Context: an optimization exercise on an open-source flow, tuned for small area, a short achievable clock period and few clock cycles. The choices shown serve that exercise and are no tape-out recipe. Only simulation tests tie the RTL to the original design; equivalence was not proved. Power is estimated from default activity; no workload was simulated.

### flow/run.sh
#!/bin/bash
# The standard layout, except that the ports get plain buffers instead of
# the delay cells buffer_ports picks by default. Each port still has its own
# buffer; the resizer may size them later.
set -euo pipefail
export BUFFER_PORTS_ARGS="-buffer_cell sky130_fd_sc_hd__buf_2"
bash standard.sh > standard.log 2>&1
### standard.sh
#!/bin/bash
# synth_recipe.tcl (not shown) runs the flow's synth.tcl, then flattens the netlist and writes it again
# the make line also repeats each setting of config.mk as NAME=value (left out here)
make -C /OpenROAD-flow-scripts/flow DESIGN_CONFIG=/design/flow/config.mk WORK_HOME=/design/flow/orfs CLKGATE_MAP_FILE= SYNTH_SCRIPT=/design/flow/synth_recipe.tcl "${@:-finish}"
### config.mk
export PLATFORM = sky130hd
export DESIGN_NAME = reindeer_core
export DESIGN_NICKNAME = reindeer_core
export VERILOG_FILES = /design/flow/design.v
export SDC_FILE = /design/flow/constraint.sdc
export NUM_CORES = 4
export LEC_CHECK = 0
export CAP_MARGIN = 20
export CELL_PAD_IN_SITES_DETAIL_PLACEMENT = 2
export CELL_PAD_IN_SITES_GLOBAL_PLACEMENT = 2
export CORE_MARGIN = 2
export CORE_UTILIZATION = 30
export CTS_CLUSTER_DIAMETER = 80
export CTS_CLUSTER_SIZE = 20
export SETUP_SLACK_MARGIN = 2.5
export SLEW_MARGIN = 20
### constraint.sdc
create_clock -name core_clock -period 6.0 [get_ports {clk}]
set_input_delay 1.2000 -clock core_clock [delete_from_list [all_inputs] [get_ports {clk}]]
set_output_delay 1.2000 -clock core_clock [all_outputs]
set_load 0.01 [all_outputs]
### design.v
package reindeer_pkg;
    localparam int XLEN          = 32;
    localparam int REG_ADDR_BITS = 5;
    localparam int MEM_ADDR_BITS = 10;
    localparam int PC_BITWIDTH   = MEM_ADDR_BITS + 2;
endpackage
`timescale 1ns/1ps
`default_nettype none
module reindeer_core (
    input  logic        clk,
    input  logic        arst_n_i,
    input  logic        start_i,
    input  logic [11:0] start_address_i,
    input  logic [31:0] mem_read_data_i,
    input  logic        mem_read_ack_i,
    input  logic [42:0] ocd_reg_i,
    output logic [9:0]  mem_addr_o,
    output logic        mem_read_en_o,
    output logic [31:0] ocd_reg_read_data_o,
    output logic        paused_o,
    output logic [11:0] peek_pc_o,
    output logic [31:0] peek_ir_o
);
    localparam logic [6:0] OPCODE_OP_IMM = 7'b0010011;
    localparam logic [6:0] OPCODE_OP     = 7'b0110011;
    localparam logic [6:0] OPCODE_LUI    = 7'b0110111;
    logic [4:0]  ocd_raddr;
    logic        ocd_we;
    logic [4:0]  ocd_waddr;
    logic [31:0] ocd_wdata;
    assign ocd_raddr = ocd_reg_i[42:38];
    assign ocd_we    = ocd_reg_i[37];
    assign ocd_waddr = ocd_reg_i[36:32];
    assign ocd_wdata = ocd_reg_i[31:0];
    logic        paused_q;    
    logic        run_q;       
    logic        out_q;       
    logic        live_q;      
    logic [9:0]  faddr_q;     
    logic [31:0] h_q, s_q;    
    logic        hv_q, sv_q;  
    logic        h_legal_q, h_op_q, s_legal_q, s_op_q;
    logic        dph_q;       
    logic        in_legal, in_op;
    logic        halt;        
    logic        halt_q;      
    logic        issue;       
    logic        keep;        
    logic        req;
    logic        arrive;
    logic        refill;      
    assign in_op    = (mem_read_data_i[6:0] == OPCODE_OP);
    assign in_legal = (mem_read_data_i[6:0] == OPCODE_OP_IMM) || in_op ||
                      (mem_read_data_i[6:0] == OPCODE_LUI);
    assign halt   = hv_q & ~h_legal_q;
    assign issue  = hv_q & h_legal_q & (~h_op_q | dph_q);
    assign keep   = hv_q & h_legal_q & h_op_q & ~dph_q;
    assign refill = ~hv_q | issue;
    logic        en0_q, en1_q;
    assign req    = mem_read_ack_i ? en1_q : en0_q;
    assign arrive = mem_read_ack_i & live_q & ~halt;
    logic        paused_n, halt_q_n, out_n, live_n, dph_n, hv_n, sv_n;
    logic        h_legal_n, h_op_n, s_op_n, s_take;
    logic        halt_n1, issue_n1;
    assign paused_n  = paused_q ? ~start_i : halt_q;
    assign halt_q_n  = halt & ~halt_q;
    assign out_n     = req | (out_q & ~mem_read_ack_i);
    assign live_n    = req | (live_q & ~mem_read_ack_i & ~halt);
    assign dph_n     = keep;
    assign hv_n      = halt ? ~halt_q : (refill ? (sv_q | arrive) : hv_q);
    assign sv_n      = halt ? 1'b0 : (refill ? (sv_q & arrive) : (sv_q | arrive));
    assign s_take    = arrive & ~(refill & ~sv_q);
    assign h_legal_n = refill ? (sv_q ? s_legal_q : in_legal) : h_legal_q;
    assign h_op_n    = refill ? (sv_q ? s_op_q : in_op) : h_op_q;
    assign s_op_n    = s_take ? in_op : s_op_q;
    assign halt_n1   = hv_n & ~h_legal_n;
    assign issue_n1  = hv_n & h_legal_n & (~h_op_n | dph_n);
    always_ff @(posedge clk or negedge arst_n_i) begin
        if (!arst_n_i) begin
            paused_q  <= 1'b1;
            run_q     <= 1'b0;
            halt_q    <= 1'b0;
            out_q     <= 1'b0;
            live_q    <= 1'b0;
            faddr_q   <= '0;
            h_q       <= '0;
            hv_q      <= 1'b0;
            sv_q      <= 1'b0;
            dph_q     <= 1'b0;
            en0_q     <= 1'b0;
            en1_q     <= 1'b0;
        end else begin
            paused_q <= paused_n;
            run_q    <= ~paused_n;
            halt_q   <= halt_q_n;
            out_q    <= out_n;
            live_q   <= live_n;
            dph_q    <= dph_n;
            hv_q     <= hv_n;
            sv_q     <= sv_n;
            en0_q    <= ~paused_n & ~halt_n1 & ~out_n;
            en1_q    <= ~paused_n & ~halt_n1 & (~out_n | ~(sv_n & issue_n1 & s_op_n));
            if (paused_q && start_i) begin
                faddr_q <= start_address_i[11:2];
            end else if (halt && !halt_q) begin
                faddr_q <= faddr_q - 10'd1 - {9'd0, sv_q} - {9'd0, live_q};
            end else if (req) begin
                faddr_q <= faddr_q + 10'd1;
            end
            if (!halt && refill) begin
                if (sv_q) begin
                    h_q <= s_q;
                end else if (arrive) begin
                    h_q <= mem_read_data_i;
                end
            end
        end
    end
    always_ff @(posedge clk) begin
        h_legal_q <= h_legal_n;
        h_op_q    <= h_op_n;
        s_op_q    <= s_op_n;
        if (s_take) begin
            s_q       <= mem_read_data_i;
            s_legal_q <= in_legal;
        end
    end
    assign mem_addr_o    = faddr_q;
    assign mem_read_en_o = req;
    assign paused_o      = paused_q;
    assign peek_pc_o     = {faddr_q, 2'b00};
    assign peek_ir_o     = h_q;
    logic [31:0] rf [1:31];
    logic        we;
    logic [4:0]  waddr;
    logic [31:0] wdata;
    logic [31:0] result;
    logic        ev_q;
    logic [4:0]  rd_q;
    logic [31:0] w_q;
    logic        wv_q;
    logic [4:0]  wrd_q;
    assign we    = paused_q ? ocd_we : wv_q;
    assign waddr = paused_q ? ocd_waddr : wrd_q;
    assign wdata = paused_q ? ocd_wdata : w_q;
    for (genvar i = 1; i < 32; i++) begin : g_rf
        always_ff @(posedge clk) begin
            if (we && (waddr == 5'(i))) begin
                rf[i] <= wdata;
            end
        end
    end
    logic [31:1] oh_q;        
    logic        fwd_q;       
    logic        fwdw_q;      
    logic [31:0] rdw;         
    logic [4:0]  raddr_d;
    logic [31:0] nxt;         
    logic        is_op, is_lui;
    logic [2:0]  f3;
    logic [4:0]  rd;
    logic [31:0] imm;
    logic [31:0] a_q, b_q;
    logic        sub_q, left_q, sra_q;
    logic [4:0]  shamt_q;     
    logic        sel_add_q, sel_lt_q, sel_ltu_q, sel_xor_q, sel_or_q, sel_and_q, sel_sh_q;
    logic        ev_d;
    assign is_op  = h_op_q;
    assign is_lui = (h_q[6:0] == OPCODE_LUI);
    assign f3     = h_q[14:12];
    assign rd     = h_q[11:7];
    assign imm    = is_lui ? {h_q[31:12], 12'b0} : {{20{h_q[31]}}, h_q[31:20]};
    assign ev_d   = issue && (rd != 5'd0);
    assign nxt     = sv_q ? s_q : mem_read_data_i;
    assign raddr_d = keep ? h_q[24:20] : nxt[19:15];
    logic        fwdw_d;
    assign fwdw_d = ev_q && (rd_q == raddr_d);
    always_ff @(posedge clk) begin
        fwd_q  <= ev_d && (rd == raddr_d);
        fwdw_q <= fwdw_d;
        for (int i = 1; i < 32; i++) begin
            oh_q[i] <= (raddr_d == 5'(i)) && !fwdw_d;
        end
    end
    logic [31:1] rsel;
    always_comb begin
        for (int i = 1; i < 32; i++) begin
            rsel[i] = run_q ? oh_q[i] : (ocd_raddr == 5'(i));
        end
        rdw = {32{fwdw_q}} & w_q;
        for (int i = 1; i < 32; i++) begin
            rdw = rdw | ({32{rsel[i]}} & rf[i]);
        end
    end
    logic        alt, sub, bsel;
    assign alt  = (h_q[31:25] == 7'b0100000) && (is_op || (f3 == 3'b101)) && !is_lui;
    assign sub  = !is_lui && (((f3 == 3'b000) && alt) || (f3 == 3'b010) || (f3 == 3'b011));
    assign bsel = is_op || !run_q;
    always_ff @(posedge clk) begin
        if (!dph_q) begin
            a_q <= is_lui ? '0 : (fwd_q ? result : rdw);
        end
        b_q      <= (bsel ? rdw : imm) ^ {32{sub && run_q}};
        sub_q    <= sub;
        sel_add_q <= is_lui || (f3 == 3'b000);
        sel_lt_q  <= !is_lui && (f3 == 3'b010);
        sel_ltu_q <= !is_lui && (f3 == 3'b011);
        sel_xor_q <= !is_lui && (f3 == 3'b100);
        sel_or_q  <= !is_lui && (f3 == 3'b110);
        sel_and_q <= !is_lui && (f3 == 3'b111);
        sel_sh_q  <= !is_lui && (f3[1:0] == 2'b01);
        left_q    <= (f3 == 3'b001);
        shamt_q   <= bsel ? rdw[4:0] : imm[4:0];
        sra_q     <= alt && (f3 == 3'b101);
        rd_q     <= rd;
    end
    always_ff @(posedge clk or negedge arst_n_i) begin
        if (!arst_n_i) begin
            ev_q <= 1'b0;
            wv_q <= 1'b0;
        end else begin
            ev_q <= ev_d;
            wv_q <= ev_q;
        end
    end
    always_ff @(posedge clk) begin
        w_q   <= result;
        wrd_q <= rd_q;
    end
    logic [31:0] sh_in, sh_out, sh_res;
    logic [32:0] kg [0:6];
    logic [32:0] kp [0:6];
    logic [31:0] hp;
    assign hp = a_q ^ b_q;
    assign kg[0] = {a_q & b_q, sub_q};
    assign kp[0] = {hp, 1'b0};
    for (genvar l = 0; l < 6; l++) begin : g_ks
        for (genvar e = 0; e < 33; e++) begin : g_e
            if (e >= (1 << l)) begin : g_m
                assign kg[l+1][e] = kg[l][e] | (kp[l][e] & kg[l][e - (1 << l)]);
                assign kp[l+1][e] = kp[l][e] & kp[l][e - (1 << l)];
            end else begin : g_p
                assign kg[l+1][e] = kg[l][e];
                assign kp[l+1][e] = kp[l][e];
            end
        end
    end
    logic [31:0] c;
    assign c = kg[6][31:0];
    logic cmp0, cmp1;
    assign cmp1 = (sel_lt_q & (a_q[31] & b_q[31])) | (sel_ltu_q & ~(a_q[31] | b_q[31]));
    assign cmp0 = (sel_lt_q & (a_q[31] | b_q[31])) | (sel_ltu_q & ~(a_q[31] & b_q[31]));
    always_comb begin
        for (int i = 0; i < 32; i++) begin
            sh_in[i] = left_q ? a_q[31-i] : a_q[i];
        end
    end
    assign sh_out = 32'($signed({sra_q & a_q[31], sh_in}) >>> shamt_q);
    always_comb begin
        for (int i = 0; i < 32; i++) begin
            sh_res[i] = left_q ? sh_out[31-i] : sh_out[i];
        end
    end
    logic [31:0] early, r_c0, r_c1;
    assign early = ({32{sel_xor_q}} & (a_q ^ b_q)) |
                   ({32{sel_or_q}}  & (a_q | b_q)) |
                   ({32{sel_and_q}} & (a_q & b_q)) |
                   ({32{sel_sh_q}}  & sh_res);
    assign r_c0 = early | ({32{sel_add_q}} & hp);
    assign r_c1 = early | ({32{sel_add_q}} & ~hp);
    always_comb begin
        for (int i = 0; i < 32; i++) begin
            result[i] = c[i] ? r_c1[i] : r_c0[i];
        end
        result[0] = result[0] | (c[31] ? cmp1 : cmp0);
    end
    assign ocd_reg_read_data_o = b_q;
endmodule
`default_nettype wire
==> metrics.log, run 1 <==
INFO  metric cp_bufs_invs = 4
INFO  metric seq_area_frac_synth = 0.686
INFO  metric synth_enable_flop_cells = 1,057
INFO  metric timing.fmax = 282 MHz
INFO  metric setup.worst_path.end_class = flop
INFO  metric critPathTopFamily = compound AO/OA/AOI/OAI gates
INFO  metric syn_to_layout_area_delta = 17.4%
INFO  metric totalWireLength = 235,000 um
INFO  metric grt_pass1_wl = 318,000 um
INFO  metric post_synth_num_cell_types = 86
INFO  metric floorplan.rows = 152
INFO  metric clkSlewWorstSetupHoldPaths = 0.09 ns
INFO  metric report.final.hold_viol_count = 0
INFO  metric grt_setup_unrepaired = true
INFO  metric grt_antenna_before_repair = 14
INFO  metric worst_pin_slew = 1.02 ns
INFO  metric initial_core_util = 0.302
INFO  metric synth_largest_type_area_fraction = 0.612
INFO  metric fin_crit_sh = 0.592
INFO  metric totalPowerFinal = 0.0322 W
INFO  metric place_congestion = 0.845
INFO  metric drt_iter0_drc = 4,428
INFO  metric core_area = 172,000 um^2
INFO  metric max_cap_viol_count = 0
INFO  metric cp_cell_sequence = buf_12 > buf_12 > buf_4 > a22o_4 > buf_4 > a22o_1 > a221oi_1 > nand4_1 > or3_4 > o21ai_1 > a31oi_1
INFO  metric setup_viol = 0
INFO  metric path_depth = 11
INFO  metric tritoncts_num_sinks = 1,236
INFO  metric ff_latch_count_synth = 1,236
INFO  metric post_synth_instance_area = 51,900 um^2
INFO  metric critPathMaxStageDelay = 0.57 ns
INFO  metric max_slew_margin = 0.322
INFO  metric cts-hold-fix-buffers = 0
INFO  metric number_of_buffers_added_by_the_clock_tree_synthesis_step = 82
INFO  metric detailed_place_hpwl = 142,000 um
INFO  metric crit_arrival = 4.00 ns
INFO  metric slew_viol_final = 0
INFO  metric synth_area_per_cell = 14.5 um^2
INFO  metric period_minus_slack = 3.55 ns
INFO  metric grt_pass1_vias = 37,300
INFO  metric finalNetCount = 4,023
INFO  metric async_reset_ff_frac = 0.0437
INFO  metric synthDominantAreaCellType = sky130_fd_sc_hd__edfxtp_1
INFO  metric grt_start_max_net_pins = 55
INFO  metric endpoint = a_q[25]
INFO  metric die_area = 176,000 um^2
INFO  metric dp_worst_setup_slack = 1.21 ns
INFO  metric status = complete, no violations
INFO  metric cts_tree = built
INFO  metric clock_tree.htree_level_count = 3
INFO  metric worstReg2RegEnd = a_q[25]
INFO  metric critPathMaxFanout = 10
INFO  metric startpoint_type = flop
INFO  metric route.detailed.wl_per_inst = 37.8 um
INFO  metric power.ir.vdd_worst = 0.257 mV
INFO  metric port-buffer-count = 174
INFO  metric grt_use_total = 0.260
INFO  metric design.portCount = 179
INFO  metric die_height = 420 um
INFO  metric firstDrtPassIters = 8
INFO  metric predominant_post_synthesis_flop_cell = sky130_fd_sc_hd__edfxtp_1
INFO  metric post_route_cells_drive_above_1_share = 0.222
INFO  metric final_common_cell = sky130_fd_sc_hd__edfxtp_1
INFO  metric die_w = 420 um
INFO  metric worst_clock_skew = 0.0474 ns
INFO  metric route.antenna.remaining_nets = 0
INFO  metric cts_root_buf = sky130_fd_sc_hd__clkbuf_16
INFO  metric critPathSlowestCell = sky130_fd_sc_hd__dfrtp_4
INFO  metric worst_path_class_setup = flop to flop
INFO  metric via_per_instance_ratio = 5.84
INFO  metric worstHoldPathType = flop to flop
INFO  metric power_density = 528 nW/um^2
INFO  metric worst-r2r-cell-count = 11
INFO  metric critical_path_start = run_q
INFO  metric drcViolationCount = 0
INFO  metric final.setup.tns = 0 ns
INFO  metric crit-reg2reg-launch = run_q
INFO  metric postSynthCellCount = 3,574
INFO  metric netlist_top_cells_area = sky130_fd_sc_hd__edfxtp_1 61%, sky130_fd_sc_hd__dfxtp_1 4.8%, sky130_fd_sc_hd__dfrtp_1 2.6%
INFO  metric layout_setup_ws = 2.45 ns
INFO  metric clk-insertion-delay-late = 0.74 ns
INFO  metric via_count = 36,400
INFO  metric r2r_slack = 2.45 ns
INFO  metric total_of_warnings_raised_by_yosys = 4
INFO  metric static-leakage-power = 20.8 nW
INFO  metric most-common-layout-cells = 1,057 x sky130_fd_sc_hd__edfxtp_1, 218 x sky130_fd_sc_hd__buf_4, 205 x sky130_fd_sc_hd__nand2_1
INFO  metric grt_remaining_overflow = 0
INFO  metric cp_data_required_time = 6.45 ns
INFO  metric cts.path.max_buffers = 3
==> synth_stat cells, drive strengths merged, types with 40 or more instances <==
master and instances:
a21oi 121, a221oi 131, a222oi 60, a22o 151, a22oi 172, buf 81
clkbuf 157, dfrtp 53, dfxtp 125, edfxtp 1057, ha 68, inv 101
mux2 55, mux2i 79, mux4 63, nand2 207, nand3 77, nand4 57
nor2 181, o21ai 150, xor2 40
==> logic make-up after synthesis <==
logic type	Yosys count	synth area share
AND/OR/NAND/NOR	678	0.0616
multiplexers	197	0.0551
flip-flops	1236	0.686
adder cells (fa/ha/maj)	69	0.0168
buffers and inverters	340	0.0274
AO/OA/AOI/OAI	982	0.141
XOR/XNOR	71	0.0120
other	1	0.0000723
==> worst min path at each step <==
| stage | from | end | slack, ns | cells past startpoint |
|---|---|---|---|---|
| after floorplan | ev_q | wv_q | 0.35 | 0 |
| after global placement | rd_q[2] | wrd_q[2] | 0.36 | 0 |
| after detailed placement | rd_q[4] | wrd_q[4] | 0.36 | 0 |
| after CTS | rd_q[2] | wrd_q[2] | 0.37 | 0 |
| after global routing | rd_q[4] | wrd_q[4] | 0.38 | 0 |
| final | rd_q[2] | wrd_q[2] | 0.37 | 0 |
==> per-stage QoR <==
step / hold slack [ns] / instance area (um^2) / utilization / instances
global placement: 0.359 / 55800 / 0.325 / 5928
detailed placement: 0.357 / 55800 / 0.325 / 5929
CTS: 0.369 / 59900 / 0.349 / 6160
finish: 0.370 / 60900 / 0.354 / 6227
floorplan: 0.346 / 51900 / - / 3575
global route: 0.383 / 60900 / 0.354 / 6223
==> flip-flops by register name, indices dropped and copies added (netlist names), 5 cells and up <==
register  flops
faddr_q      10
b_q          32
rf          992
oh_q         31
shamt_q       5
s_q          32
a_q          32
w_q          32
rd_q          5
wrd_q         5
h_q          32
==> power breakdown <==
part	internal, W	leakage [nW]	switching [W]
clock	0.00288	1.28	0.00324
combinational	0.00470	8.21	0.00890
sequential	0.0113	11.3	0.00114
==> routing by layer <==
metal | global-route usage | part of all wire
met1 | 0.322 | 0.39
met2 | 0.458 | 0.50
met3 | 0.0325 | 0.062
met4 | 0.106 | 0.050
met5 | 0 | 0.00027
==> timing repair <==
| action | 4_1_cts | 5_1_grt |
|---|---|---|
| endpoints found under the setup margin | 119 | 243 |
| gates cloned | 9 | 2 |
| buffers inserted | 89 | 59 |
| hold endpoints to repair | 0 | 0 |
| resized for setup | 113 | 68 |
| pin swaps | 25 | 38 |
==> cell type report <==
| cell class | count | area, um^2 |
|---|---|---|
| inverters | 102 | 387 |
| clock buffers | 100 | 2170 |
| flip-flops and latches | 1236 | 35600 |
| repair buffers | 431 | 3240 |
| repair inverters | 1 | 5.00 |
| well taps | 2310 | 2890 |
| multi-input cells | 2009 | 16100 |
| diodes | 5 | 12.5 |
| clock inverters | 33 | 468 |
| fillers | 17400 | 111000 |
Testbench counts, summed over its fixed seeds: cycles 23,918.
==> run 2: changes to the inputs <==
--- a/design.v
+++ b/design.v
@@ -179,13 +179,13 @@
         fwd_q  <= ev_d && (rd == raddr_d);
         fwdw_q <= fwdw_d;
         for (int i = 1; i < 32; i++) begin
-            oh_q[i] <= (raddr_d == 5'(i)) && !fwdw_d;
+            oh_q[i] <= (raddr_d == 5'(i)) && !fwdw_d && !paused_n;
         end
     end
     logic [31:1] rsel;
     always_comb begin
         for (int i = 1; i < 32; i++) begin
-            rsel[i] = run_q ? oh_q[i] : (ocd_raddr == 5'(i));
+            rsel[i] = oh_q[i] | (!run_q && (ocd_raddr == 5'(i)));
         end
         rdw = {32{fwdw_q}} & w_q;
         for (int i = 1; i < 32; i++) begin
==> run 2 against run 1 <==
Compared with the run above:
- still clean
- wire length fell by 1.9%
- area after synthesis fell by 0.14%
- clock power barely moved
- flip-flop and latch count did not move
- power fell by 5.5%
- final area fell by 1.0%
- clock skew fell by 0.011 ns
- final cell count fell by 0.35%
- first-iteration DRC count fell by 6.5%
- highest routed layer unchanged
==> metrics.log, run 2 <==
INFO  metric critPathMaxStageDelay = 0.79 ns
INFO  metric detailed_place_hpwl = 142,000 um
INFO  metric via_per_instance_ratio = 5.80
INFO  metric slew_viol_final = 0
INFO  metric design.portCount = 179
INFO  metric worstHoldPathType = flop to flop
INFO  metric syn_to_layout_area_delta = 16.3%
INFO  metric clock_tree.htree_level_count = 3
INFO  metric most-common-layout-cells = 1,057 x sky130_fd_sc_hd__edfxtp_1, 294 x sky130_fd_sc_hd__a22oi_1, 205 x sky130_fd_sc_hd__nand2_1
INFO  metric final_common_cell = sky130_fd_sc_hd__edfxtp_1
INFO  metric critPathMaxFanout = 21
INFO  metric design_area = 60,200 um^2
INFO  metric place_congestion = 0.817
INFO  metric async_reset_ff_frac = 0.0437
INFO  metric synth_most_common_cell = sky130_fd_sc_hd__edfxtp_1
INFO  metric static-leakage-power = 20.5 nW
INFO  metric synth_largest_type_area_fraction = 0.613
INFO  metric port-buffer-count = 174
INFO  metric core_area = 172,000 um^2
INFO  metric grt_remaining_overflow = 0
INFO  metric synth_enable_flop_cells = 1,057
INFO  metric post_synth_num_cell_types = 88
INFO  metric postSynthCellCount = 3,569
INFO  metric dp_worst_setup_slack = 1.30 ns
INFO  metric die_height = 420 um
INFO  metric firstDrtPassIters = 5
INFO  metric highest_layer = met5
INFO  metric drcViolationCount = 0
INFO  metric grt_start_max_net_pins = 65
INFO  metric power.sequential.fraction = 0.412
INFO  metric cp_cell_sequence = buf_4 > nand2b_2 > nor2_2 > a21o_4 > a22o_1 > a221oi_1 > nand3_1 > or4_1 > o21ai_0 > a21oi_1
INFO  metric die_area = 176,000 um^2
INFO  metric grt_setup_unrepaired = true
INFO  metric critPathTopFamily = simple AND/OR/NAND/NOR gates
INFO  metric placed_cells_incl_taps = 5,961
INFO  metric grt_use_total = 0.255
INFO  metric post_synth_instance_area = 51,800 um^2
INFO  metric synthDominantAreaCellType = sky130_fd_sc_hd__edfxtp_1
INFO  metric power_report.internal_total = 0.0183 W
INFO  metric initial_core_util = 0.302
INFO  metric total_of_warnings_raised_by_yosys = 4
INFO  metric grt_antenna_before_repair = 8
INFO  metric cp_bufs_invs = 1
INFO  metric cts_root_buf = sky130_fd_sc_hd__clkbuf_16
INFO  metric critical_path_start = ocd_reg_i[40]
INFO  metric clkPwrFrac = 0.201
INFO  metric setup_viol = 0
INFO  metric clk-insertion-delay-late = 0.73 ns
INFO  metric cts-hold-fix-buffers = 0
INFO  metric number_of_buffers_added_by_the_clock_tree_synthesis_step = 81
INFO  metric synth_area_per_cell = 14.5 um^2
INFO  metric power.ir.vdd_worst = 0.315 mV
INFO  metric grt_pass1_vias = 37,000
INFO  metric timing.fmax = 274 MHz
INFO  metric tritoncts_num_sinks = 1,236
INFO  metric floorplan.rows = 152
INFO  metric critPathSlowestCell = sky130_fd_sc_hd__or4_1
INFO  metric regMostFlops = rf
INFO  metric final.hold.worst_slack = 0.371 ns
INFO  metric ff_latch_count_synth = 1,236
INFO  metric route.layer.met1.wl = 91,500 um
INFO  metric largest_register_ffs = 992
INFO  metric post_route_cells_drive_above_1_share = 0.205
INFO  metric totalWireLength = 231,000 um
INFO  metric synthTopCellsByCount = 1,057 x sky130_fd_sc_hd__edfxtp_1, 294 x sky130_fd_sc_hd__a22oi_1, 206 x sky130_fd_sc_hd__nand2_1, 173 x sky130_fd_sc_hd__nor2_1, 144 x sky130_fd_sc_hd__clkbuf_1
INFO  metric met2_wirelength = 115,000 um
INFO  metric seq_area_frac_synth = 0.687
INFO  metric layout_setup_ws = 2.35 ns
INFO  metric crit_arrival = 4.10 ns
INFO  metric pwr-share-comb = 0.387
INFO  metric routed-wl-met3 = 14,900 um
INFO  metric die_w = 420 um
INFO  metric crit-reg2reg-launch = b_q[23]
INFO  metric clkSlewWorstSetupHoldPaths = 0.08 ns
INFO  metric via_count = 36,000
INFO  metric report.final.hold_viol_count = 0
INFO  metric predominant_post_synthesis_flop_cell = sky130_fd_sc_hd__edfxtp_1
INFO  metric worstHoldStart = rd_q[3]
INFO  metric final.setup.tns = 0 ns
INFO  metric max_cap_viol_count = 0
INFO  metric route.detailed.wl_per_inst = 37.2 um
INFO  metric netlist_top_cells_area = sky130_fd_sc_hd__edfxtp_1 61%, sky130_fd_sc_hd__dfxtp_1 4.8%, sky130_fd_sc_hd__a22oi_1 4.3%
INFO  metric setup.worst_path.end_class = flop
INFO  metric p_sw = 0.0121 W
INFO  metric power_density = 505 nW/um^2
INFO  metric route.antenna.remaining_nets = 0
INFO  metric cts.path.max_buffers = 3
INFO  metric drt_iter0_drc = 4,141
INFO  metric fin_crit_sh = 0.608
INFO  metric worst_clock_skew = 0.0365 ns
INFO  metric grt_pass1_wl = 312,000 um
INFO  metric startpoint_type = input pin
INFO  metric power.switching_fraction = 0.399
INFO  metric max_slew_margin = 0.230
INFO  metric finalNetCount = 3,997
INFO  metric post_dp_cell_area = 56,000 um^2
INFO  metric worst_pin_slew = 1.15 ns
INFO  metric layoutNonFillerInstCount = 6,205
INFO  metric cp_data_required_time = 6.45 ns
INFO  metric worst_path_class_setup = input pin to flop
INFO  metric period_minus_slack = 3.65 ns
INFO  metric status = complete, no violations
INFO  metric cts_tree = built
[run 2: final timing paths]
kind	to	slack, ns	depth (start not counted)
hold / removal	wrd_q[3]	0.37	0
hold reg to reg	wrd_q[3]	0.37	0
setup / recovery	a_q[23]	2.35	10
min in group asynchronous	h_q[26]	0.65	2
max in group asynchronous	run_q	4.76	2
setup reg to reg	a_q[31]	2.50	11
[run 2: timing repair]
item	4_1_cts	5_1_grt
endpoints found under the setup margin	642	97
buffers inserted	58	37
gates resized for setup	97	29
pin swaps	14	10
gates cloned	3	4
[run 2: layer usage]
metal  GRT usage  up-vias
li1            -    14700
met5           0        -
met2       0.445     1470
met4      0.0917        2
met3      0.0354      350
met1       0.321    19500
[run 2: cell families (layout without fill, tap and decap cells)]
family / Yosys count / count (layout) / share of synthesized area
adders and majority gates: 69 / 69 / 0.0168
other: 1 / 5 / 0.0000724
buffers and inverters: 331 / 646 / 0.0274
xor gates and xnor gates: 75 / 75 / 0.0127
AOI/OAI and AO/OA: 989 / 996 / 0.139
muxes: 199 / 199 / 0.0568
DFF: 1236 / 1236 / 0.687
and+or+nand+nor: 669 / 669 / 0.0601
[run 2: per-stage QoR]
step,utilization,power [W]
finish,0.351,0.0304
global placement,0.327,0.0234
global route,0.351,0.0316
floorplan,-,0.0188
detailed placement,0.327,0.0237
CTS,0.348,0.0302
[run 2: final cells by class]
cell class                      count  area, um^2
Antenna cell                        3        7.51
Clock buffer                      101        2220
Clock inverter                     37         452
Fill cell                       17600      111000
Inverter                          106         407
Multi-Input combinational cell   2010       15700
Sequential cell                  1236       35600
Tap cell                         2310        2890
Timing Repair Buffer              402        2960
[run 2: power groups by stage]
stage          Combinational, W  Clock (W)  Sequential (W)
2_1_floorplan           0.00674          0          0.0120
3_3_place_gp             0.0105          0          0.0129
3_5_place_dp             0.0107          0          0.0129
4_1_cts                  0.0115    0.00619          0.0125
5_1_grt                  0.0126    0.00644          0.0126
6_report                 0.0118    0.00612          0.0125
Testbench counts of run 2, summed over its fixed seeds: cycles 23,918.
==> run 3: changes to the inputs <==
--- a/config.mk
+++ b/config.mk
@@ -6,10 +6,10 @@
 export NUM_CORES = 4
 export LEC_CHECK = 0
 export CAP_MARGIN = 20
-export CELL_PAD_IN_SITES_DETAIL_PLACEMENT = 2
-export CELL_PAD_IN_SITES_GLOBAL_PLACEMENT = 2
+export CELL_PAD_IN_SITES_DETAIL_PLACEMENT = 1
+export CELL_PAD_IN_SITES_GLOBAL_PLACEMENT = 1
 export CORE_MARGIN = 2
-export CORE_UTILIZATION = 30
+export CORE_UTILIZATION = 45
 export CTS_CLUSTER_DIAMETER = 80
 export CTS_CLUSTER_SIZE = 20
 export SETUP_SLACK_MARGIN = 2.5
==> run 3 against run 2 <==
Compared with the run above:
- non-clock buffer count up 45
- clock skew increased by 0.0037 ns
- largest power group unchanged
- synthesized cell count unchanged
- area after synthesis stayed put
==> metrics.log, run 3 <==
INFO  metric status = complete, no violations
INFO  metric dp_worst_setup_slack = 1.30 ns
INFO  metric power_report.internal_total = 0.0179 W
INFO  metric setup.worst_path.end_class = flop
INFO  metric netlist_top_cells_area = sky130_fd_sc_hd__edfxtp_1 61%, sky130_fd_sc_hd__dfxtp_1 4.8%, sky130_fd_sc_hd__a22oi_1 4.3%
INFO  metric regMostFlops = rf
INFO  metric cts-hold-fix-buffers = 0
INFO  metric grt_setup_unrepaired = true
INFO  metric r2r_slack = 2.54 ns
INFO  metric placed_cells_incl_taps = 5,154
INFO  metric crit-reg2reg-launch = paused_q
INFO  metric post_dp_cell_area = 54,900 um^2
INFO  metric critPathMaxFanout = 24
INFO  metric period_minus_slack = 3.49 ns
INFO  metric die_height = 343 um
INFO  metric static-leakage-power = 20.6 nW
INFO  metric cts_tree = built
INFO  metric design_area = 59,400 um^2
INFO  metric via_per_instance_ratio = 6.72
INFO  metric crit_arrival = 3.93 ns
INFO  metric total_of_warnings_raised_by_yosys = 4
INFO  metric async_reset_ff_frac = 0.0437
INFO  metric most-common-layout-cells = 1,057 x sky130_fd_sc_hd__edfxtp_1, 294 x sky130_fd_sc_hd__a22oi_1, 221 x sky130_fd_sc_hd__buf_4
INFO  metric number_of_buffers_added_by_the_clock_tree_synthesis_step = 76
INFO  metric final.hold.worst_slack = 0.380 ns
INFO  metric setup_viol = 0
INFO  metric clkPwrFrac = 0.183
INFO  metric grt_remaining_overflow = 0
INFO  metric post_route_cells_drive_above_1_share = 0.209
INFO  metric cts_root_buf = sky130_fd_sc_hd__clkbuf_16
INFO  metric power.sequential.fraction = 0.419
INFO  metric worstHoldStart = rd_q[4]
INFO  metric cts.path.max_buffers = 3
INFO  metric min_to = wrd_q[4]
INFO  metric drcViolationCount = 0
INFO  metric min_delay_path_depth = 0
INFO  metric synth_most_common_cell = sky130_fd_sc_hd__edfxtp_1
INFO  metric drt_iter0_drc = 4,904
INFO  metric initial_core_util = 0.454
INFO  metric predominant_post_synthesis_flop_cell = sky130_fd_sc_hd__edfxtp_1
INFO  metric report.final.hold_viol_count = 0
INFO  metric synth_area_per_cell = 14.5 um^2
INFO  metric detailed_place_hpwl = 128,000 um
INFO  metric cp_bufs_invs = 2
INFO  metric place_congestion = 0.928
INFO  metric clkSlewWorstSetupHoldPaths = 0.09 ns
INFO  metric synthTopCellsByCount = 1,057 x sky130_fd_sc_hd__edfxtp_1, 294 x sky130_fd_sc_hd__a22oi_1, 206 x sky130_fd_sc_hd__nand2_1, 173 x sky130_fd_sc_hd__nor2_1, 144 x sky130_fd_sc_hd__clkbuf_1
INFO  metric seq_area_frac_synth = 0.687
INFO  metric clk-insertion-delay-late = 0.70 ns
INFO  metric worst_pin_slew = 1.06 ns
INFO  metric pwr-share-comb = 0.398
INFO  metric finalNetCount = 4,034
INFO  metric fin_crit_sh = 0.582
INFO  metric critPathSlowestCell = sky130_fd_sc_hd__or4_4
INFO  metric power.switching_fraction = 0.402
INFO  metric totalWireLength = 215,000 um
INFO  metric worstReg2RegEnd = rf[10][12]
INFO  metric core_area = 114,000 um^2
INFO  metric fillCellCount = 11,000
INFO  metric p_sw = 0.0120 W
INFO  metric cp_cell_sequence = buf_6 > nand2b_4 > nor2_2 > a21o_4 > buf_8 > a22o_1 > a221oi_1 > nand3_1 > or4_4 > o21ai_1 > o21ba_1
INFO  metric design.portCount = 179
INFO  metric grt_use_total = 0.357
INFO  metric route.antenna.remaining_nets = 0
INFO  metric grt_start_max_net_pins = 60
INFO  metric syn_to_layout_area_delta = 14.6%
INFO  metric route.detailed.wl_per_inst = 39.5 um
INFO  metric worst_clock_skew = 0.0402 ns
INFO  metric startpoint_type = input pin
INFO  metric layout_setup_ws = 2.51 ns
INFO  metric max_cap_viol_count = 0
INFO  metric die_area = 118,000 um^2
INFO  metric worst_path_class_setup = input pin to flop
INFO  metric grt_pass1_wl = 292,000 um
INFO  metric worst-r2r-cell-count = 5
INFO  metric post_synth_num_cell_types = 88
INFO  metric timing.fmax = 287 MHz
INFO  metric critPathMaxStageDelay = 0.63 ns
INFO  metric max_slew_margin = 0.295
INFO  metric die_w = 343 um
INFO  metric grt_pass1_vias = 35,900
INFO  metric via_count = 36,600
INFO  metric synthDominantAreaCellType = sky130_fd_sc_hd__edfxtp_1
INFO  metric postSynthCellCount = 3,569
INFO  metric power_density = 505 nW/um^2
INFO  metric largest_register_ffs = 992
INFO  metric clock_tree.htree_level_count = 3
INFO  metric port-buffer-count = 174
INFO  metric synth_enable_flop_cells = 1,057
INFO  metric firstDrtPassIters = 6
INFO  metric synth_largest_type_area_fraction = 0.613
INFO  metric critPathTopFamily = compound AO/OA/AOI/OAI gates
INFO  metric final.setup.tns = 0 ns
INFO  metric power.ir.vdd_worst = 0.315 mV
INFO  metric final_common_cell = sky130_fd_sc_hd__edfxtp_1
INFO  metric slew_viol_final = 0
INFO  metric floorplan.rows = 124
INFO  metric tritoncts_num_sinks = 1,236
INFO  metric worstHoldPathType = flop to flop
INFO  metric grt_antenna_before_repair = 6
INFO  metric cp_data_required_time = 6.44 ns
INFO  metric ff_latch_count_synth = 1,236
INFO  metric layoutNonFillerInstCount = 5,443
INFO  metric post_synth_instance_area = 51,800 um^2
## run 3: cell counts after synthesis
Identical to the previous run, type by type.
## run 3: cell type report
| cell class | instances | area, um^2 | share of cell area |
|---|---|---|---|
| Multi-Input combinational cell | 2007 | 15700 | 0.264 |
| Antenna cell | 3 | 7.51 | 0.000126 |
| Tap cell | 1512 | 1890 | 0.0319 |
| Clock buffer | 117 | 2100 | 0.0354 |
| Clock inverter | 15 | 178 | 0.00299 |
| Inverter | 106 | 407 | 0.00685 |
| Timing Repair Buffer | 447 | 3450 | 0.0581 |
| Sequential cell | 1236 | 35600 | 0.600 |
## run 3: kinds of logic (layout without fill, tap and decap cells)
logic type      Yosys count  in the layout  share of synthesized area
mux                     199            199                     0.0568
buf+inv                 331            685                     0.0274
other cells               1              5                  0.0000724
fa+ha+maj                69             69                     0.0168
flops                  1236           1236                      0.687
simple gates            669            669                     0.0601
compound gates          989            993                      0.139
xor+xnor                 75             75                     0.0127
## run 3: worst register-to-register path: stages, from the launching register on
cell and delay [ns]:
sky130_fd_sc_hd__dfstp_4 1.00, sky130_fd_sc_hd__nand2_1 0.11, sky130_fd_sc_hd__o22ai_1 0.43, sky130_fd_sc_hd__nand2_1 0.42, sky130_fd_sc_hd__nor2_4 0.60, sky130_fd_sc_hd__buf_6 0.51
## run 3: worst max path at each step
| stage | cells past startpoint | to | slack, ns | start |
|---|---|---|---|---|
| after floorplan | 11 | a_q[31] | 2.51 | ocd_reg_i[41] |
| after global placement | 9 | a_q[11] | 1.31 | ocd_reg_i[42] |
| after detailed placement | 9 | a_q[11] | 1.30 | ocd_reg_i[42] |
| after CTS | 11 | a_q[1] | 2.46 | ocd_reg_i[42] |
| after global routing | 11 | a_q[26] | 2.41 | ocd_reg_i[38] |
| final | 11 | a_q[7] | 2.51 | ocd_reg_i[40] |
## run 3: power groups by stage
stage / Sequential [W] / Combinational, W / Clock [W]
finish: 0.0126 / 0.0119 / 0.00549
global route: 0.0126 / 0.0126 / 0.00578
detailed placement: 0.0129 / 0.0105 / 0
global placement: 0.0129 / 0.0103 / 0
CTS: 0.0126 / 0.0114 / 0.00551
floorplan: 0.0120 / 0.00674 / 0
## run 3: metrics by stage
step,util,power [W]
3_3_place_gp,0.481,0.0232
2_1_floorplan,-,0.0188
3_5_place_dp,0.481,0.0235
5_1_grt,0.520,0.0310
6_report,0.520,0.0300
4_1_cts,0.513,0.0294
## run 3: per-layer routing
layer | track usage | part of all wire | routed length (um) | vias to the layer above
met5 | 0 | 0.000060 | 13 | -
met3 | 0.0501 | 0.089 | 19200 | 446
met1 | 0.472 | 0.38 | 82200 | 19200
met2 | 0.595 | 0.48 | 103000 | 2169
li1 | - | - | - | 14700
met4 | 0.148 | 0.050 | 10800 | 2
## run 3: what timing repair did
item	in CTS	in global routing
cloned	2	3
resized for setup	94	49
hold endpoints to repair	0	0
pin swaps	21	20
setup buffers	86	63
setup endpoints to repair	695	150
==> run 4: changes to the inputs <==
--- a/config.mk
+++ b/config.mk
@@ -14,3 +14,4 @@
 export CTS_CLUSTER_SIZE = 20
 export SETUP_SLACK_MARGIN = 2.5
 export SLEW_MARGIN = 20
+export TNS_END_PERCENT = 10
==> run 4 against run 3 <==
Compared with the run above:
- combinational power decreased by 3%
- wire length is 1.8% lower
- fmax down 9.0%
- still clean
- sequential power about the same
- synthesized cell count unchanged
- area after synthesis unchanged
- flip-flop and latch count unchanged
- sequential share of layout area rose by 1.1 points
- hold slack gained 0.0012 ns
- clock skew is essentially flat
- first-iteration DRC count decreased by 3.7%
- critical path type unchanged
- final area is 1.8% lower
==> metrics.log, run 4 <==
INFO  metric status = complete, no violations
INFO  metric port-buffer-count = 174
INFO  metric startpoint_type = input pin
INFO  metric detailed_place_hpwl = 128,000 um
INFO  metric total_of_warnings_raised_by_yosys = 4
INFO  metric grt_remaining_overflow = 0
INFO  metric initial_core_util = 0.454
INFO  metric timing.fmax = 261 MHz
INFO  metric report.final.hold_viol_count = 0
INFO  metric worst_clock_skew = 0.0397 ns
INFO  metric clkSlewWorstSetupHoldPaths = 0.09 ns
INFO  metric synthTopCellsByCount = 1,057 x sky130_fd_sc_hd__edfxtp_1, 294 x sky130_fd_sc_hd__a22oi_1, 206 x sky130_fd_sc_hd__nand2_1, 173 x sky130_fd_sc_hd__nor2_1, 144 x sky130_fd_sc_hd__clkbuf_1
INFO  metric die_height = 343 um
INFO  metric floorplan.rows = 124
INFO  metric die_area = 118,000 um^2
INFO  metric post_dp_cell_area = 54,900 um^2
INFO  metric via_per_instance_ratio = 6.71
INFO  metric grt_use_total = 0.353
INFO  metric post_synth_num_cell_types = 88
INFO  metric syn_to_layout_area_delta = 12.6%
INFO  metric max_cap_viol_count = 0
INFO  metric largest_register_ffs = 992
INFO  metric clk-insertion-delay-late = 0.70 ns
INFO  metric drt_iter0_drc = 4,721
INFO  metric postSynthCellCount = 3,569
INFO  metric totalWireLength = 211,000 um
INFO  metric cts_tree = built
INFO  metric drcViolationCount = 0
INFO  metric grt_pass1_vias = 35,700
INFO  metric critPathMaxStageDelay = 0.75 ns
INFO  metric dp_worst_setup_slack = 1.30 ns
INFO  metric grt_pass1_wl = 289,000 um
INFO  metric ff_latch_count_synth = 1,236
INFO  metric grt_antenna_before_repair = 4
INFO  metric critPathSlowestCell = sky130_fd_sc_hd__or4_1
INFO  metric power_density = 507 nW/um^2
INFO  metric setup_viol = 0
INFO  metric tritoncts_num_sinks = 1,236
INFO  metric route.antenna.remaining_nets = 0
INFO  metric slew_viol_final = 0
INFO  metric design_area = 58,300 um^2
INFO  metric final.hold.worst_slack = 0.381 ns
INFO  metric setup.worst_path.end_class = flop
INFO  metric die_w = 343 um
INFO  metric route.detailed.wl_per_inst = 39.4 um
INFO  metric clock_tree.htree_level_count = 3
INFO  metric static-leakage-power = 20.1 nW
INFO  metric async_reset_ff_frac = 0.0437
INFO  metric grt_start_max_net_pins = 60
INFO  metric crit_path_frequent_cell = sky130_fd_sc_hd__buf_4
INFO  metric core_area = 114,000 um^2
INFO  metric final.setup.tns = 0 ns
INFO  metric synth_most_common_cell = sky130_fd_sc_hd__edfxtp_1
INFO  metric layout_setup_ws = 2.16 ns
INFO  metric worst_pin_slew = 1.13 ns
INFO  metric most-common-layout-cells = 1,057 x sky130_fd_sc_hd__edfxtp_1, 294 x sky130_fd_sc_hd__a22oi_1, 205 x sky130_fd_sc_hd__nand2_1
INFO  metric place_congestion = 0.928
INFO  metric min_delay_path_depth = 0
INFO  metric worstHoldPathType = flop to flop
INFO  metric number_of_buffers_added_by_the_clock_tree_synthesis_step = 76
INFO  metric power.ir.vdd_worst = 0.312 mV
INFO  metric synthDominantAreaCellType = sky130_fd_sc_hd__edfxtp_1
INFO  metric synth_area_per_cell = 14.5 um^2
INFO  metric predominant_post_synthesis_flop_cell = sky130_fd_sc_hd__edfxtp_1
INFO  metric worst-r2r-cell-count = 5
INFO  metric synth_enable_flop_cells = 1,057
INFO  metric post_route_cells_drive_above_1_share = 0.185
INFO  metric firstDrtPassIters = 6
INFO  metric crit_arrival = 4.25 ns
INFO  metric post_synth_instance_area = 51,800 um^2
INFO  metric max_slew_margin = 0.243
INFO  metric period_minus_slack = 3.84 ns
INFO  metric cp_data_required_time = 6.42 ns
INFO  metric finalNetCount = 3,956
INFO  metric worst_path_class_setup = input pin to flop
INFO  metric fin_crit_sh = 0.639
INFO  metric critPathMaxFanout = 18
INFO  metric design.portCount = 179
INFO  metric seq_area_frac_synth = 0.687
INFO  metric regMostFlops = rf
INFO  metric synth_largest_type_area_fraction = 0.613
INFO  metric netlist_top_cells_area = sky130_fd_sc_hd__edfxtp_1 61%, sky130_fd_sc_hd__dfxtp_1 4.8%, sky130_fd_sc_hd__a22oi_1 4.3%
INFO  metric cts_root_buf = sky130_fd_sc_hd__clkbuf_16
INFO  metric grt_setup_unrepaired = true
INFO  metric cts.path.max_buffers = 3
INFO  metric cp_cell_sequence = buf_4 > nand2b_1 > nor2_1 > a21o_4 > buf_4 > a22o_1 > a221oi_1 > nand3_1 > or4_1 > o21ai_0 > o21ba_1
INFO  metric via_count = 36,000
INFO  metric final_common_cell = sky130_fd_sc_hd__edfxtp_1
==> run 4: final timing paths <==
kind,startpoint,end,slack [ns]
max reg2reg,paused_q,rf[22][16],2.24
min in group asynchronous,arst_n_i,h_q[21],0.66
min,rd_q[4],wrd_q[4],0.38
max,ocd_reg_i[40],a_q[31],2.16
max in group asynchronous,arst_n_i,sv_q,4.80
min reg2reg,rd_q[4],wrd_q[4],0.38
==> run 4: metal layers <==
| metal | track usage | wire, um | vias to the layer above |
|---|---|---|---|
| met5 | 0 | 0 | - |
| met4 | 0.140 | 9110 | 0 |
| met3 | 0.0482 | 17700 | 364 |
| met2 | 0.591 | 102000 | 1969 |
| met1 | 0.469 | 82100 | 19100 |
| li1 | - | - | 14600 |
==> run 4: cells by family after synthesis <==
| family | share of synthesized area |
|---|---|
| muxes | 0.0568 |
| and+or+nand+nor | 0.0601 |
| other | 0.0000724 |
| AOI/OAI and AO/OA | 0.139 |
| buffers and inverters | 0.0274 |
| xor gates and xnor gates | 0.0127 |
| adders and majority gates | 0.0168 |
| DFF | 0.687 |
==> run 4: through the flow <==
step | util | power (W) | std cells
4_1_cts | 0.509 | 0.0293 | 5341
2_1_floorplan | - | 0.0188 | 3570
6_report | 0.511 | 0.0296 | 5365
3_5_place_dp | 0.481 | 0.0235 | 5154
5_1_grt | 0.511 | 0.0306 | 5363
3_3_place_gp | 0.481 | 0.0232 | 5152
==> run 4: worst max-delay path: cells and delay by family <==
kind | cells | cell delay, ns
compound gates | 5 | 1.27
buf+inv | 2 | 0.57
simple gates | 4 | 1.16
==> run 4: where the power goes <==
part / switching (W) / internal, W / total [W]
clock network: 0.00300 / 0.00248 / 0.00548
registers: 0.00131 / 0.0113 / 0.0126
logic: 0.00758 / 0.00394 / 0.0115
==> run 4: repair_timing <==
item / in CTS / in global routing
endpoints found under the setup margin: 695 / 685
resized for setup: 79 / 0
hold buffers: 0 / 0
setup buffers: 53 / 21
pin swaps: 11 / 5
gates cloned: 2 / 0
==> run 4: cell type report <==
type                    count  area, um^2
fillers                 11100       55900
flip-flops and latches   1236       35600
multi-input cells        2005       15500
repair buffers            371        2610
clock buffers             117        2100
well taps                1512        1890
inverters                 106         403
clock inverters            15         178
diodes                      3        7.51
==> run 5: changes to the inputs <==
--- a/config.mk
+++ b/config.mk
@@ -12,6 +12,6 @@
 export CORE_UTILIZATION = 45
 export CTS_CLUSTER_DIAMETER = 80
 export CTS_CLUSTER_SIZE = 20
-export SETUP_SLACK_MARGIN = 2.5
+export SETUP_SLACK_MARGIN = 3.0
 export SLEW_MARGIN = 20
 export TNS_END_PERCENT = 10
==> run 5 against run 4 <==
Compared with the run above:
- critical path depth fell by 6
- still clean on timing, DRC and antenna
- non-clock buffer count rose by 256
- setup slack improved by 0.40 ns
- clock skew barely moved
- die area did not move
- fmax rose by 12%
- core utilization rose by 4.0 points
==> metrics.log, run 5 <==
INFO  metric die_height = 343 um
INFO  metric cts.path.max_buffers = 3
INFO  metric most-common-layout-cells = 1,057 x sky130_fd_sc_hd__edfxtp_1, 316 x sky130_fd_sc_hd__buf_4, 287 x sky130_fd_sc_hd__a22oi_1
INFO  metric finalNetCount = 4,219
INFO  metric post_route_cells_drive_above_1_share = 0.288
INFO  metric report.final.hold_viol_count = 0
INFO  metric layoutNonFillerInstCount = 5,606
INFO  metric power.ir.vdd_worst = 0.250 mV
INFO  metric synth_enable_flop_cells = 1,057
INFO  metric detailed_place_hpwl = 128,000 um
INFO  metric grt_use_total = 0.381
INFO  metric yosys-mux-area-fraction = 0.0568
INFO  metric worstHoldPathType = flop to flop
INFO  metric clkSlewWorstSetupHoldPaths = 0.08 ns
INFO  metric predominant_post_synthesis_flop_cell = sky130_fd_sc_hd__edfxtp_1
INFO  metric synth_area_per_cell = 14.5 um^2
INFO  metric synth_top_family_by_area = compound AO/OA/AOI/OAI gates
INFO  metric worst_pin_slew = 1.18 ns
INFO  metric worstHoldStart = rd_q[4]
INFO  metric regMostFlops = rf
INFO  metric cp_data_required_time = 6.33 ns
INFO  metric crit-reg2reg-launch = paused_q
INFO  metric power.sequential.fraction = 0.388
INFO  metric pwr-share-comb = 0.445
INFO  metric cts_root_buf = sky130_fd_sc_hd__clkbuf_16
INFO  metric final_common_cell = sky130_fd_sc_hd__edfxtp_1
INFO  metric via_per_instance_ratio = 6.70
INFO  metric power_density = 507 nW/um^2
INFO  metric synthDominantAreaCellType = sky130_fd_sc_hd__edfxtp_1
INFO  metric placed_cells_incl_taps = 5,155
INFO  metric worst_clock_skew = 0.0394 ns
INFO  metric final.hold.worst_slack = 0.376 ns
INFO  metric post_synth_num_cell_types = 88
INFO  metric core_area = 114,000 um^2
INFO  metric syn_to_layout_area_delta = 21.4%
INFO  metric firstDrtPassIters = 5
INFO  metric timing.fmax = 291 MHz
INFO  metric total_of_warnings_raised_by_yosys = 4
INFO  metric post_synth_instance_area = 51,800 um^2
INFO  metric synth_simple_gate_area_frac = 0.0601
INFO  metric seq_area_frac_synth = 0.687
INFO  metric grt_pass1_wl = 309,000 um
INFO  metric synthTopCellsByCount = 1,057 x sky130_fd_sc_hd__edfxtp_1, 294 x sky130_fd_sc_hd__a22oi_1, 206 x sky130_fd_sc_hd__nand2_1, 173 x sky130_fd_sc_hd__nor2_1, 144 x sky130_fd_sc_hd__clkbuf_1
INFO  metric grt_start_max_net_pins = 65
INFO  metric netlist_top_cells_area = sky130_fd_sc_hd__edfxtp_1 61%, sky130_fd_sc_hd__dfxtp_1 4.8%, sky130_fd_sc_hd__a22oi_1 4.3%
INFO  metric antenna-diode-count = 0
INFO  metric worst_path_class_setup = flop to flop
INFO  metric async_reset_ff_frac = 0.0437
INFO  metric grt_antenna_before_repair = 6
INFO  metric setup_viol = 0
INFO  metric clk-insertion-delay-late = 0.69 ns
INFO  metric design.portCount = 179
INFO  metric largest_register_ffs = 992
INFO  metric max_slew_margin = 0.209
INFO  metric clock_tree.htree_level_count = 3
INFO  metric place_congestion = 0.918
INFO  metric grt_remaining_overflow = 0
INFO  metric synth_largest_type_area_fraction = 0.613
INFO  metric floorplan.rows = 124
INFO  metric power.switching_fraction = 0.397
INFO  metric crit_arrival = 3.76 ns
INFO  metric route.antenna.remaining_nets = 0
INFO  metric final.setup.tns = 0 ns
INFO  metric startpoint_type = flop
INFO  metric design_area = 62,900 um^2
INFO  metric die_area = 118,000 um^2
INFO  metric min_delay_path_depth = 0
INFO  metric port-buffer-count = 174
INFO  metric r2r_slack = 2.56 ns
INFO  metric drt_iter0_drc = 4,902
INFO  metric cts-hold-fix-buffers = 0
INFO  metric postSynthCellCount = 3,569
INFO  metric slew_viol_final = 0
INFO  metric synth_adder_area_share = 0.0168
INFO  metric ff_latch_count_synth = 1,236
INFO  metric clkPwrFrac = 0.167
INFO  metric synthXorXnorAreaFrac = 0.0127
INFO  metric globalRouteMet3Util = 0.0660
INFO  metric route.detailed.wl_per_inst = 40.2 um
INFO  metric grtUsageMet1 = 0.487
INFO  metric worstReg2RegEnd = rf[7][6]
INFO  metric grt_util_met2 = 0.619
INFO  metric via_count = 37,500
INFO  metric number_of_buffers_added_by_the_clock_tree_synthesis_step = 75
INFO  metric totalWireLength = 225,000 um
INFO  metric max_cap_viol_count = 0
INFO  metric synth-compound-area-share = 0.139
INFO  metric globalRoute.busiestLayer = met2
INFO  metric worst-r2r-cell-count = 5
INFO  metric power_report.internal_total = 0.0192 W
INFO  metric static-leakage-power = 22.1 nW
INFO  metric setup.worst_path.end_class = flop
INFO  metric synth_most_common_cell = sky130_fd_sc_hd__edfxtp_1
INFO  metric post_dp_cell_area = 55,100 um^2
INFO  metric critPathMaxFanout = 21
INFO  metric tritoncts_num_sinks = 1,236
INFO  metric min_to = wrd_q[4]
INFO  metric totalPowerFinal = 0.0319 W
INFO  metric grt_setup_unrepaired = true
INFO  metric drcViolationCount = 0
INFO  metric grt_pass1_vias = 37,600
INFO  metric p_sw = 0.0127 W
INFO  metric status = complete, no violations
INFO  metric cts_tree = built
INFO  metric fin_crit_sh = 0.573
INFO  metric initial_core_util = 0.454
INFO  metric die_w = 343 um
INFO  metric period_minus_slack = 3.44 ns
==> run 5: cell counts after synthesis <==
No cell type changed its count.
==> run 5: layer usage <==
metal  routed length (um)  vias up  part of all wire
met3                20100      509             0.089
met4                15100        8             0.067
met5                   60        -           0.00027
li1                     -    15100                 -
met2               107000     2181              0.47
met1                83600    19700              0.37
==> run 5: kinds of logic after synthesis <==
family,Yosys count
DFF,1236
AOI/OAI and AO/OA,989
and+or+nand+nor,669
buffers and inverters,331
muxes,199
xor gates and xnor gates,75
adders and majority gates,69
other,1
==> run 5: worst max path at each step <==
stage                     cells past startpoint  slack [ns]     startpoint         end
after floorplan                               4        2.57  ocd_reg_i[34]   rf[16][0]
after global placement                        9        1.41  ocd_reg_i[42]     b_q[14]
after detailed placement                     10        1.44  ocd_reg_i[42]     a_q[31]
after CTS                                     5        2.45       paused_q  rf[23][12]
after global routing                          5        2.49       paused_q    rf[7][5]
final                                         5        2.56       paused_q    rf[7][6]
==> run 5: critical path: stages, from the launching register on <==
cell and delay, ns:
sky130_fd_sc_hd__dfstp_2 0.81, sky130_fd_sc_hd__nand2_1 0.09, sky130_fd_sc_hd__o22ai_1 0.45, sky130_fd_sc_hd__nand2_1 0.40, sky130_fd_sc_hd__nor2_4 0.85, sky130_fd_sc_hd__buf_4 0.46
==> run 5: power by group through the flow <==
stage	registers, W	logic (W)	clock network [W]
after floorplan	0.0120	0.00678	0
final	0.0124	0.0142	0.00533
after global placement	0.0127	0.0105	0
after detailed placement	0.0128	0.0107	0
after CTS	0.0123	0.0139	0.00536
after global routing	0.0124	0.0149	0.00563
==> run 5: what timing repair did <==
item,CTS,global route
endpoints found under the setup margin,832,961
buffers inserted,285,33
gates cloned,21,0
pin swaps,186,7
gates resized for setup,475,10
==> run 5: final cells by class <==
cell class,instances,area (um^2)
Fill cell,10900,51300
Multi-Input combinational cell,2013,17000
Inverter,106,405
Clock buffer,98,2050
Clock inverter,14,126
Timing Repair Buffer,627,5750
Sequential cell,1236,35600
Tap cell,1512,1890
==> run 5: stage by stage <==
step                worst slack, ns   util
finish                         2.56  0.550
global route                   2.49  0.550
CTS                            2.45  0.547
detailed placement             1.44  0.482
global placement               1.41  0.482
floorplan                      2.57      -
==> run 6: changes to the inputs <==
--- a/config.mk
+++ b/config.mk
@@ -9,9 +9,8 @@
 export CELL_PAD_IN_SITES_DETAIL_PLACEMENT = 1
 export CELL_PAD_IN_SITES_GLOBAL_PLACEMENT = 1
 export CORE_MARGIN = 2
-export CORE_UTILIZATION = 45
-export CTS_CLUSTER_DIAMETER = 80
-export CTS_CLUSTER_SIZE = 20
-export SETUP_SLACK_MARGIN = 3.0
+export CORE_UTILIZATION = 55
+export CTS_CLUSTER_DIAMETER = 90
+export CTS_CLUSTER_SIZE = 24
+export SETUP_SLACK_MARGIN = 2.5
 export SLEW_MARGIN = 20
-export TNS_END_PERCENT = 10
==> run 6 against run 5 <==
Compared with the run above:
- flip-flop and latch count unchanged
- die area shrank 18%
- still clean on timing, DRC and antenna
- synthesized cell count is the same
- combinational power is 17% lower
- setup slack worse by 0.13 ns
- core utilization rose by 7.3 points
- global-route usage rose by 2.8 points
- power is 9.1% lower
- critical path depth is 6 higher
- largest power group is now registers
- sequential share of layout area up 4.5 points
- first-iteration DRC count up 27%
- sequential power is essentially flat
==> metrics.log, run 6 <==
INFO  metric status = complete, no violations
INFO  metric ff_latch_count_synth = 1,236
INFO  metric detailed_place_hpwl = 124,000 um
INFO  metric place_congestion = 0.928
INFO  metric multiInputGateArea = 15,700 um^2
INFO  metric fillCellCount = 8,728
INFO  metric cp_data_required_time = 6.46 ns
INFO  metric synthTopCellsByCount = 1,057 x sky130_fd_sc_hd__edfxtp_1, 294 x sky130_fd_sc_hd__a22oi_1, 206 x sky130_fd_sc_hd__nand2_1, 173 x sky130_fd_sc_hd__nor2_1, 144 x sky130_fd_sc_hd__clkbuf_1
INFO  metric globalRouteMet3Util = 0.0872
INFO  metric grt_antenna_before_repair = 6
INFO  metric synth_simple_gate_area_frac = 0.0601
INFO  metric route.antenna.remaining_nets = 0
INFO  metric timing.fmax = 280 MHz
INFO  metric worstHoldPathType = flop to flop
INFO  metric critical_path_start = ocd_reg_i[40]
INFO  metric synth_top_family_by_area = compound AO/OA/AOI/OAI gates
INFO  metric grt_pass1_vias = 36,600
INFO  metric period_minus_slack = 3.57 ns
INFO  metric worst_path_class_setup = input pin to flop
INFO  metric clk-insertion-delay-late = 0.71 ns
INFO  metric totalWireLength = 206,000 um
INFO  metric most-common-layout-cells = 1,057 x sky130_fd_sc_hd__edfxtp_1, 294 x sky130_fd_sc_hd__a22oi_1, 222 x sky130_fd_sc_hd__buf_4
INFO  metric number_of_buffers_added_by_the_clock_tree_synthesis_step = 59
INFO  metric via_count = 37,400
INFO  metric tritoncts_num_sinks = 1,236
INFO  metric grt_util_met2 = 0.651
INFO  metric setup.worst_path.end_class = flop
INFO  metric regMostFlops = rf
INFO  metric startpoint_type = input pin
INFO  metric globalRoute.busiestLayer = met2
INFO  metric worst_clock_skew = 0.0433 ns
INFO  metric clkSlewWorstSetupHoldPaths = 0.10 ns
INFO  metric firstDrtPassIters = 8
INFO  metric worstReg2RegEnd = a_q[16]
INFO  metric clock_tree.htree_level_count = 2
INFO  metric synth_enable_flop_cells = 1,057
INFO  metric layoutNonFillerInstCount = 5,143
INFO  metric slew_viol_final = 0
INFO  metric grt_use_total = 0.410
INFO  metric synth_area_per_cell = 14.5 um^2
INFO  metric worst_pin_slew = 1.13 ns
INFO  metric power_density = 498 nW/um^2
INFO  metric post_synth_num_cell_types = 88
INFO  metric drcViolationCount = 0
INFO  metric async_reset_ff_frac = 0.0437
INFO  metric design_area = 58,200 um^2
INFO  metric grt_pass1_wl = 279,000 um
INFO  metric postSynthCellCount = 3,569
INFO  metric grt_remaining_overflow = 0
INFO  metric setup_viol = 0
INFO  metric core_area = 93,300 um^2
INFO  metric synth-compound-area-share = 0.139
INFO  metric die_height = 311 um
INFO  metric critPathMaxFanout = 11
INFO  metric static-leakage-power = 20.2 nW
INFO  metric fin_crit_sh = 0.594
INFO  metric design.portCount = 179
INFO  metric die_area = 96,600 um^2
INFO  metric final.hold.worst_slack = 0.376 ns
INFO  metric grt_start_max_net_pins = 61
INFO  metric max_cap_viol_count = 0
INFO  metric report.final.hold_viol_count = 0
INFO  metric final_common_cell = sky130_fd_sc_hd__edfxtp_1
INFO  metric placed_cells_incl_taps = 4,886
INFO  metric seq_area_frac_synth = 0.687
INFO  metric synth_most_common_cell = sky130_fd_sc_hd__edfxtp_1
INFO  metric route.detailed.wl_per_inst = 40.1 um
INFO  metric predominant_post_synthesis_flop_cell = sky130_fd_sc_hd__edfxtp_1
INFO  metric synth_largest_type_area_fraction = 0.613
INFO  metric post_dp_cell_area = 54,500 um^2
INFO  metric synth_adder_area_share = 0.0168
INFO  metric final.setup.tns = 0 ns
INFO  metric post_synth_instance_area = 51,800 um^2
INFO  metric max_slew_margin = 0.247
INFO  metric cts_tree = built
INFO  metric worstHoldStart = rd_q[4]
INFO  metric post_route_cells_drive_above_1_share = 0.202
INFO  metric cts_root_buf = sky130_fd_sc_hd__clkbuf_16
INFO  metric grtUsageMet1 = 0.522
INFO  metric finish.utilization = 0.624
INFO  metric r2r_slack = 2.56 ns
INFO  metric yosys-mux-area-fraction = 0.0568
INFO  metric netlist_top_cells_area = sky130_fd_sc_hd__edfxtp_1 61%, sky130_fd_sc_hd__dfxtp_1 4.8%, sky130_fd_sc_hd__a22oi_1 4.3%
INFO  metric total_of_warnings_raised_by_yosys = 4
INFO  metric worst-r2r-cell-count = 10
INFO  metric die_w = 311 um
INFO  metric port-buffer-count = 174
INFO  metric synthDominantAreaCellType = sky130_fd_sc_hd__edfxtp_1
INFO  metric via_per_instance_ratio = 7.26
INFO  metric finalNetCount = 3,997
INFO  metric syn_to_layout_area_delta = 12.4%
INFO  metric sequential_cell_area = 35,600 um^2
INFO  metric floorplan.rows = 112
INFO  metric cts.path.max_buffers = 3
INFO  metric power.ir.vdd_worst = 0.326 mV
INFO  metric largest_register_ffs = 992
INFO  metric endpoint = a_q[26]
INFO  metric crit-reg2reg-launch = a_q[4]
INFO  metric initial_core_util = 0.555
INFO  metric synthXorXnorAreaFrac = 0.0127
INFO  metric grt_setup_unrepaired = true
INFO  metric crit_arrival = 4.02 ns
INFO  metric drt_iter0_drc = 6,212
## run 6: cell families (layout without fill, tap and decap cells)
family / count (synthesis) / count (layout)
other: 1 / 5
and+or+nand+nor: 669 / 669
adders and majority gates: 69 / 69
xor gates and xnor gates: 75 / 75
muxes: 199 / 199
DFF: 1236 / 1236
buffers and inverters: 331 / 641
AOI/OAI and AO/OA: 989 / 995
## run 6: per-layer routing
| layer | share of wire | vias to the layer above | wire length (um) |
|---|---|---|---|
| met3 | 0.12 | 714 | 24800 |
| met4 | 0.068 | 6 | 14000 |
| li1 | - | 14600 | - |
| met1 | 0.35 | 19000 | 71600 |
| met5 | 0.00017 | - | 35 |
| met2 | 0.46 | 3002 | 96000 |
## run 6: worst min-delay path by stage
stage / end / cells past startpoint
floorplan: wv_q / 0
global placement: wrd_q[4] / 0
detailed placement: wrd_q[3] / 0
CTS: wrd_q[4] / 0
global route: wrd_q[4] / 0
finish: wrd_q[4] / 0
## run 6: repair_timing
action	4_1_cts	5_1_grt
endpoints found under the setup margin	252	154
gates cloned	0	6
pin swaps	11	32
resized for setup	74	60
buffers inserted	42	96
hold buffers	0	0
## run 6: cell type report
| class | instances | area share |
|---|---|---|
| sequential | 1236 | 0.612 |
| multi-input combinational | 2009 | 0.270 |
| timing repair buffer | 425 | 0.0533 |
| clock buffer | 101 | 0.0283 |
| tap | 1254 | 0.0270 |
| inverter | 106 | 0.00705 |
| clock inverter | 9 | 0.00206 |
| antenna | 3 | 0.000129 |
## run 6: worst max-delay path: stages
cell and delay (ns):
sky130_fd_sc_hd__buf_4 0.23, sky130_fd_sc_hd__nand2b_1 0.21, sky130_fd_sc_hd__nor3_2 0.15, sky130_fd_sc_hd__a21o_4 0.37, sky130_fd_sc_hd__buf_4 0.26, sky130_fd_sc_hd__a22o_1 0.25, sky130_fd_sc_hd__a221oi_1 0.31, sky130_fd_sc_hd__nand3_1 0.14
sky130_fd_sc_hd__or4_4 0.53, sky130_fd_sc_hd__o21ai_0 0.17, sky130_fd_sc_hd__o21ba_2 0.18
## run 6: where the power goes
part	switching, W	internal, W	total [W]
Sequential	0.00129	0.0113	0.0126
Combinational	0.00766	0.00414	0.0118
Clock	0.00271	0.00192	0.00463
## run 6: stage by stage
stage	total power, W	worst slack [ns]
floorplan	0.0188	2.51
global placement	0.0229	1.45
detailed placement	0.0233	1.35
CTS	0.0282	2.39
global route	0.0298	2.39
finish	0.0290	2.43

-- separate check: timing with driven ports --
The results above use ideal ports. As a check the final layouts listed here were re-extracted and re-timed, cells and wires unchanged.
Step 1 (the two cells are an assumption about what drives the block):
set clk [get_ports {clk}]
set_driving_cell -lib_cell sky130_fd_sc_hd__clkbuf_16 $clk
set_driving_cell -lib_cell sky130_fd_sc_hd__buf_2 [delete_from_list [all_inputs] $clk]
Step 2, shift: input delay + t, output delay - t, t = (earliest + latest rising clock arrival at the registers) / 2. This alone moves slack from input paths to output paths.
Three values: no drivers, after step 1, after step 2; two values: the first two.
run	t (ns)	setup slack, ns	hold WS [ns]
run 1	0.791	2.450 / 2.450 / 1.746	0.370 / 0.370 / 0.370
run 2	0.792	2.352 / 2.399 / 1.607	0.371 / 0.371 / 0.371
run 3	0.752	2.511 / 2.535 / 1.784	0.380 / 0.380 / 0.380
run 4	0.751	2.165 / 2.204 / 1.453	0.381 / 0.381 / 0.381
run 5	0.743	2.561 / 2.561 / 1.946	0.376 / 0.376 / 0.376
run 6	0.762	2.434 / 2.480 / 1.718	0.376 / 0.376 / 0.376
After both steps every run listed still meets setup and hold. For run 2, which loses most, drivers alone change the setup slack by +0.047 ns; drivers and shift together by -0.745 ns.
